What follows belongs to an exercise in optimizing a design on an open flow for small area; a production flow would make more cautious choices.
Where RTL was checked, it was by simulation tests only, not by an equivalence proof against the original.
The clock input has no modelled driver; a real chip could not lean on it and would need a root buffer or a full tree.

// wallace_mult_apb
module wallace_mult_apb (
  input  wire        clk,
  input  wire        rst_n,
  input  wire        psel,
  input  wire        penable,
  input  wire        pwrite,
  input  wire [7:0]  paddr,
  input  wire [31:0] pwdata,
  output wire [31:0] prdata,
  output wire        pready,
  output wire        pslverr
);
For scale: about 320 cells after synthesis, about 79 I/O pins, about 0.0033 mm² of cells after synthesis.
==> module wallace_mult_apb, before the edit <==
module wallace_mult_apb (
  input  wire        clk,
  input  wire        rst_n,
  input  wire        psel,
  input  wire        penable,
  input  wire        pwrite,
  input  wire [7:0]  paddr,
  input  wire [31:0] pwdata,
  output wire [31:0] prdata,
  output wire        pready,
  output wire        pslverr
);
  logic [15:0] a_q, b_q;    
  logic [3:0]  a0, a1, a2, a3;   
  logic [3:0]  x, q1, q2, q3;   
  logic [15:0] pl;              
  logic        s0;              
  logic [5:0]  cnt;             
  logic        busy, done;
  wire base   = (paddr[7:5] == 3'b000) & (paddr[1:0] == 2'b00);
  wire sel_a  = base & (paddr[4:2] == 3'd0);
  wire sel_b  = base & (paddr[4:2] == 3'd1);
  wire sel_c  = base & (paddr[4:2] == 3'd2);
  wire sel_s  = base & (paddr[4:2] == 3'd3);
  wire sel_p  = base & (paddr[4:2] == 3'd4);
  wire mapped = base & (~paddr[4] | (paddr[3:2] == 2'b00));
  wire wr    = psel & penable & pwrite;
  wire start = wr & sel_c & pwdata[0] & ~busy;
  assign pready  = ~(busy & ~pwrite & sel_p);
  assign pslverr = ~mapped;
  wire [31:0] p = {q3, q2, q1, x, pl};
  wire rd_a = sel_a;
  wire rd_b = sel_b;
  wire rd_p = sel_p & done;
  assign prdata[31:16] = {16{rd_p}} & p[31:16];
  assign prdata[15:2]  = ({14{rd_a}} & a_q[15:2]) | ({14{rd_b}} & b_q[15:2]) |
                         ({14{rd_p}} & p[15:2]);
  assign prdata[1:0]   = ({2{rd_a}} & a_q[1:0]) | ({2{rd_b}} & b_q[1:0]) |
                         ({2{rd_p}} & p[1:0]) | ({2{sel_s}} & {done, busy});
  wire [1:0] cyc   = cnt[1:0];
  wire       first = (cyc == 2'd0);
  wire       last  = (cyc == 2'd3);
  wire       b     = pl[0];
  wire [3:0] addend = a0 & {4{b}};
  wire [4:0] c;
  wire [3:0] u;
  assign c[0] = ~first & q3[3];
  genvar i;
  generate
    for (i = 0; i < 4; i++) begin : g_add
      assign u[i]   = x[i] ^ addend[i] ^ c[i];
      assign c[i+1] = (x[i] & addend[i]) | (x[i] & c[i]) | (addend[i] & c[i]);
    end
  endgenerate
  wire        pl_ld = start;
  wire        pl_sh = ~start & busy & last;
  wire        pl_hd = ~start & ~(busy & last);
  wire [15:0] pl_d  = ({16{pl_ld}} & b_q) | ({16{pl_sh}} & {s0, pl[15:1]}) |
                      ({16{pl_hd}} & pl);
  always_ff @(posedge clk) begin
    a0 <= start ? a_q[3:0]   : a1;
    a1 <= start ? a_q[7:4]   : a2;
    a2 <= start ? a_q[11:8]  : a3;
    a3 <= start ? a_q[15:12] : a0;
    if (start) begin
      x  <= 4'h0;
      q1 <= 4'h0;
      q2 <= 4'h0;
      q3 <= 4'h0;
    end else if (busy) begin
      x  <= q1;
      q1 <= q2;
      q2 <= {first ? q3[3] : u[0], q3[2:0]};
      q3 <= {c[4], u[3:1]};
    end
    pl <= pl_d;
    if (first) s0 <= u[0];
    cnt <= start ? 6'd0 : cnt + 6'd1;
  end
  always_ff @(posedge clk) begin
    if (!rst_n) begin
      a_q  <= 16'h0000;
      b_q  <= 16'h0000;
      busy <= 1'b0;
      done <= 1'b0;
    end else begin
      if (wr & sel_a) a_q <= pwdata[15:0];
      if (wr & sel_b) b_q <= pwdata[15:0];
      if (start) begin
        busy <= 1'b1;
        done <= 1'b0;
      end else if (busy & (cnt == 6'd63)) begin
        busy <= 1'b0;
        done <= 1'b1;
      end
    end
  end
endmodule
Settings: LEC_CHECK=0, CAP_MARGIN=0, CORE_MARGIN=2, CORE_UTILIZATION=70, GPL_TIMING_DRIVEN=0, PLACE_DENSITY=0.8, SLEW_MARGIN=0; clock period 5.0 ns.
standard.sh (not shown) runs the stock make flow with config.mk's settings and CLKGATE_MAP_FILE= SYNTH_SCRIPT=/design/flow/synth_recipe.tcl, a recipe that flattens the netlist after the stock synthesis.
==> flow/flow/run.sh <==
#!/bin/bash
# Own flow: the standard layout (standard.sh), with these changes:
#  - synthesis: the standard synthesis script, except that ABC maps the
#    logic with flow/abc_area.script (area-oriented) instead of ORFS's script,
#    and then each mux2_1 becomes an a22o_1 with one shared select inverter
#    (flow/mux2map.v). Registers, their names and cells are untouched: they
#    are mapped before ABC runs.
#  - port buffers are the smallest buffer cell (buf_1).
#  - clock: after CTS, flow/post_cts.tcl (POST_CTS hook) replaces the H-tree
#    with CLK_GROUPS clock buffers on the clock port, one per equal-size
#    placement cluster of registers (all registers see the same buffer depth),
#    then downsizes cells that have slack (repair_timing -recover_power).
set -euo pipefail
W=$PWD
export BUFFER_PORTS_ARGS="-buffer_cell sky130_fd_sc_hd__buf_1"
export CTS_ARGS="-sink_clustering_enable -repair_clock_nets -dont_use_dummy_load"
export POST_CTS_TCL="$W/flow/post_cts.tcl"
export CLK_ROOT_CELL=sky130_fd_sc_hd__clkbuf_16
export CLK_GROUPS=3

{
  echo 'proc abc {args} {'
  echo '  set i [lsearch -exact $args -script]'
  echo "  if {\$i >= 0} { lset args [expr {\$i + 1}] {$W/flow/abc_area.script} }"
  echo '  yosys abc {*}$args'
  echo "  yosys techmap -map {$W/flow/mux2map.v}"
  echo '  yosys opt_merge -share_all t:sky130_fd_sc_hd__inv_1'
  echo '  yosys opt_clean -purge'
  echo '}'
  echo "source {$W/synth_recipe.tcl}"
} > "$W/own_synth.tcl"
sed -e "s#SYNTH_SCRIPT=[^ ]*#SYNTH_SCRIPT=$W/own_synth.tcl#" standard.sh > own_synth.sh
grep -q "SYNTH_SCRIPT=$W/own_synth.tcl" own_synth.sh

bash own_synth.sh synth > synth.log 2>&1
bash standard.sh finish > layout.log 2>&1
Other scripts of this flow, unchanged in this note and not shown: flow/flow/abc_area.script, flow/flow/mux2map.v, flow/flow/post_cts.tcl
Then changed:
==> flow/design.v (replaced) <==
`timescale 1ns/1ns
package wallace_mult_pkg;
  localparam logic [7:0] ADDR_OPERAND_A = 8'h00;
  localparam logic [7:0] ADDR_OPERAND_B = 8'h04;
  localparam logic [7:0] ADDR_CTRL      = 8'h08;
  localparam logic [7:0] ADDR_STATUS    = 8'h0C;
  localparam logic [7:0] ADDR_PRODUCT   = 8'h10;
endpackage
`timescale 1ns/1ns
`default_nettype none
module wallace_mult_apb (
  input  wire        clk,
  input  wire        rst_n,
  input  wire        psel,
  input  wire        penable,
  input  wire        pwrite,
  input  wire [7:0]  paddr,
  input  wire [31:0] pwdata,
  output wire [31:0] prdata,
  output wire        pready,
  output wire        pslverr
);
  logic [15:0] a_q, b_q;    
  logic [7:0]  ax, ay;      
  logic [7:0]  x, y;        
  logic [15:0] pl;          
  logic        s0;          
  logic [4:0]  cnt;         
  logic        busy, done;
  wire base   = (paddr[7:5] == 3'b000) & (paddr[1:0] == 2'b00);
  wire sel_a  = base & (paddr[4:2] == 3'd0);
  wire sel_b  = base & (paddr[4:2] == 3'd1);
  wire sel_c  = base & (paddr[4:2] == 3'd2);
  wire sel_s  = base & (paddr[4:2] == 3'd3);
  wire sel_p  = base & (paddr[4:2] == 3'd4);
  wire mapped = base & (~paddr[4] | (paddr[3:2] == 2'b00));
  wire wr    = psel & penable & pwrite;
  wire start = wr & sel_c & pwdata[0] & ~busy;
  assign pready  = ~(busy & ~pwrite & sel_p);
  assign pslverr = ~mapped;
  wire [31:0] p = {y, x, pl};
  wire rd_a = sel_a;
  wire rd_b = sel_b;
  wire rd_p = sel_p & done;
  assign prdata[31:16] = {16{rd_p}} & p[31:16];
  assign prdata[15:2]  = ({14{rd_a}} & a_q[15:2]) | ({14{rd_b}} & b_q[15:2]) |
                         ({14{rd_p}} & p[15:2]);
  assign prdata[1:0]   = ({2{rd_a}} & a_q[1:0]) | ({2{rd_b}} & b_q[1:0]) |
                         ({2{rd_p}} & p[1:0]) | ({2{sel_s}} & {done, busy});
  wire       ph  = cnt[0];
  wire       b   = pl[0];
  wire [7:0] addend = ax & {8{b}};
  wire [8:0] c;
  wire [7:0] u;
  assign c[0] = ph & y[7];
  genvar i;
  generate
    for (i = 0; i < 8; i++) begin : g_add
      assign u[i]   = x[i] ^ addend[i] ^ c[i];
      assign c[i+1] = (x[i] & addend[i]) | (x[i] & c[i]) | (addend[i] & c[i]);
    end
  endgenerate
  wire        pl_ld = start;
  wire        pl_sh = ~start & busy & ph;
  wire        pl_hd = ~start & ~(busy & ph);
  wire [15:0] pl_d  = ({16{pl_ld}} & b_q) | ({16{pl_sh}} & {s0, pl[15:1]}) |
                      ({16{pl_hd}} & pl);
  always_ff @(posedge clk) begin
    ax <= start ? a_q[7:0]  : ay;
    ay <= start ? a_q[15:8] : ax;
    if (start) begin
      x <= 8'h00;
      y <= 8'h00;
    end else if (busy) begin
      x <= {ph ? u[0] : y[7], y[6:0]};
      y <= {c[8], u[7:1]};
    end
    pl <= pl_d;
    s0  <= u[0];
    cnt <= start ? 5'd0 : cnt + 5'd1;
  end
  always_ff @(posedge clk) begin
    if (!rst_n) begin
      a_q  <= 16'h0000;
      b_q  <= 16'h0000;
      busy <= 1'b0;
      done <= 1'b0;
    end else begin
      if (wr & sel_a) a_q <= pwdata[15:0];
      if (wr & sel_b) b_q <= pwdata[15:0];
      if (start) begin
        busy <= 1'b1;
        done <= 1'b0;
      end else if (busy & (cnt == 5'd31)) begin
        busy <= 1'b0;
        done <= 1'b1;
      end
    end
  end
endmodule
`default_nettype wire
=> The changed run ran to the end with no violations; sequential share of layout area is lower by 1.3 points; worst setup slack gains 83 ps; cell count drops by about 0.46%; global-route usage went down by 0.27 points; area after synthesis went up by about 1.1%; die area rises by about 1%; maximum frequency increases by 2.0%; utilization rises by 0.75 points.
The RTL of the first run of this note was laid out without a check of its function. In every run of this note, the design's own scripts or RTL, not TritonCTS, make the clock network.

[port drivers added, routing unchanged]
How much do the figures lean on ideal ports? The routed layouts below were timed once more, with nothing changed but the port constraints. Step 1 sets driving cells, clkbuf_16 on the clock port and buf_2 on the other inputs (assumed; they add their load-dependent delay and slew). Step 2, shift: input delay + t, output delay - t, t = (earliest + latest rising clock arrival at the registers) / 2. This alone moves slack from input paths to output paths. a / b / c = ideal ports / drivers / drivers and shift; a / b = the first two.
| run | t, ns | setup WS [ns] | worst register clock-pin slew, ns | cell pins on the clock port's net |
|---|---|---|---|---|
| the first run | 0.225 | 0.755 / 0.739 / 0.569 | 0.11 / 0.11 | 3 |
| the second run | 0.227 | 0.838 / 0.819 / 0.738 | 0.11 / 0.11 | 3 |
After both steps setup and hold are still met in every run listed. For the first run, which loses most, drivers alone change the setup slack by -0.016 ns; drivers and shift together by -0.186 ns.
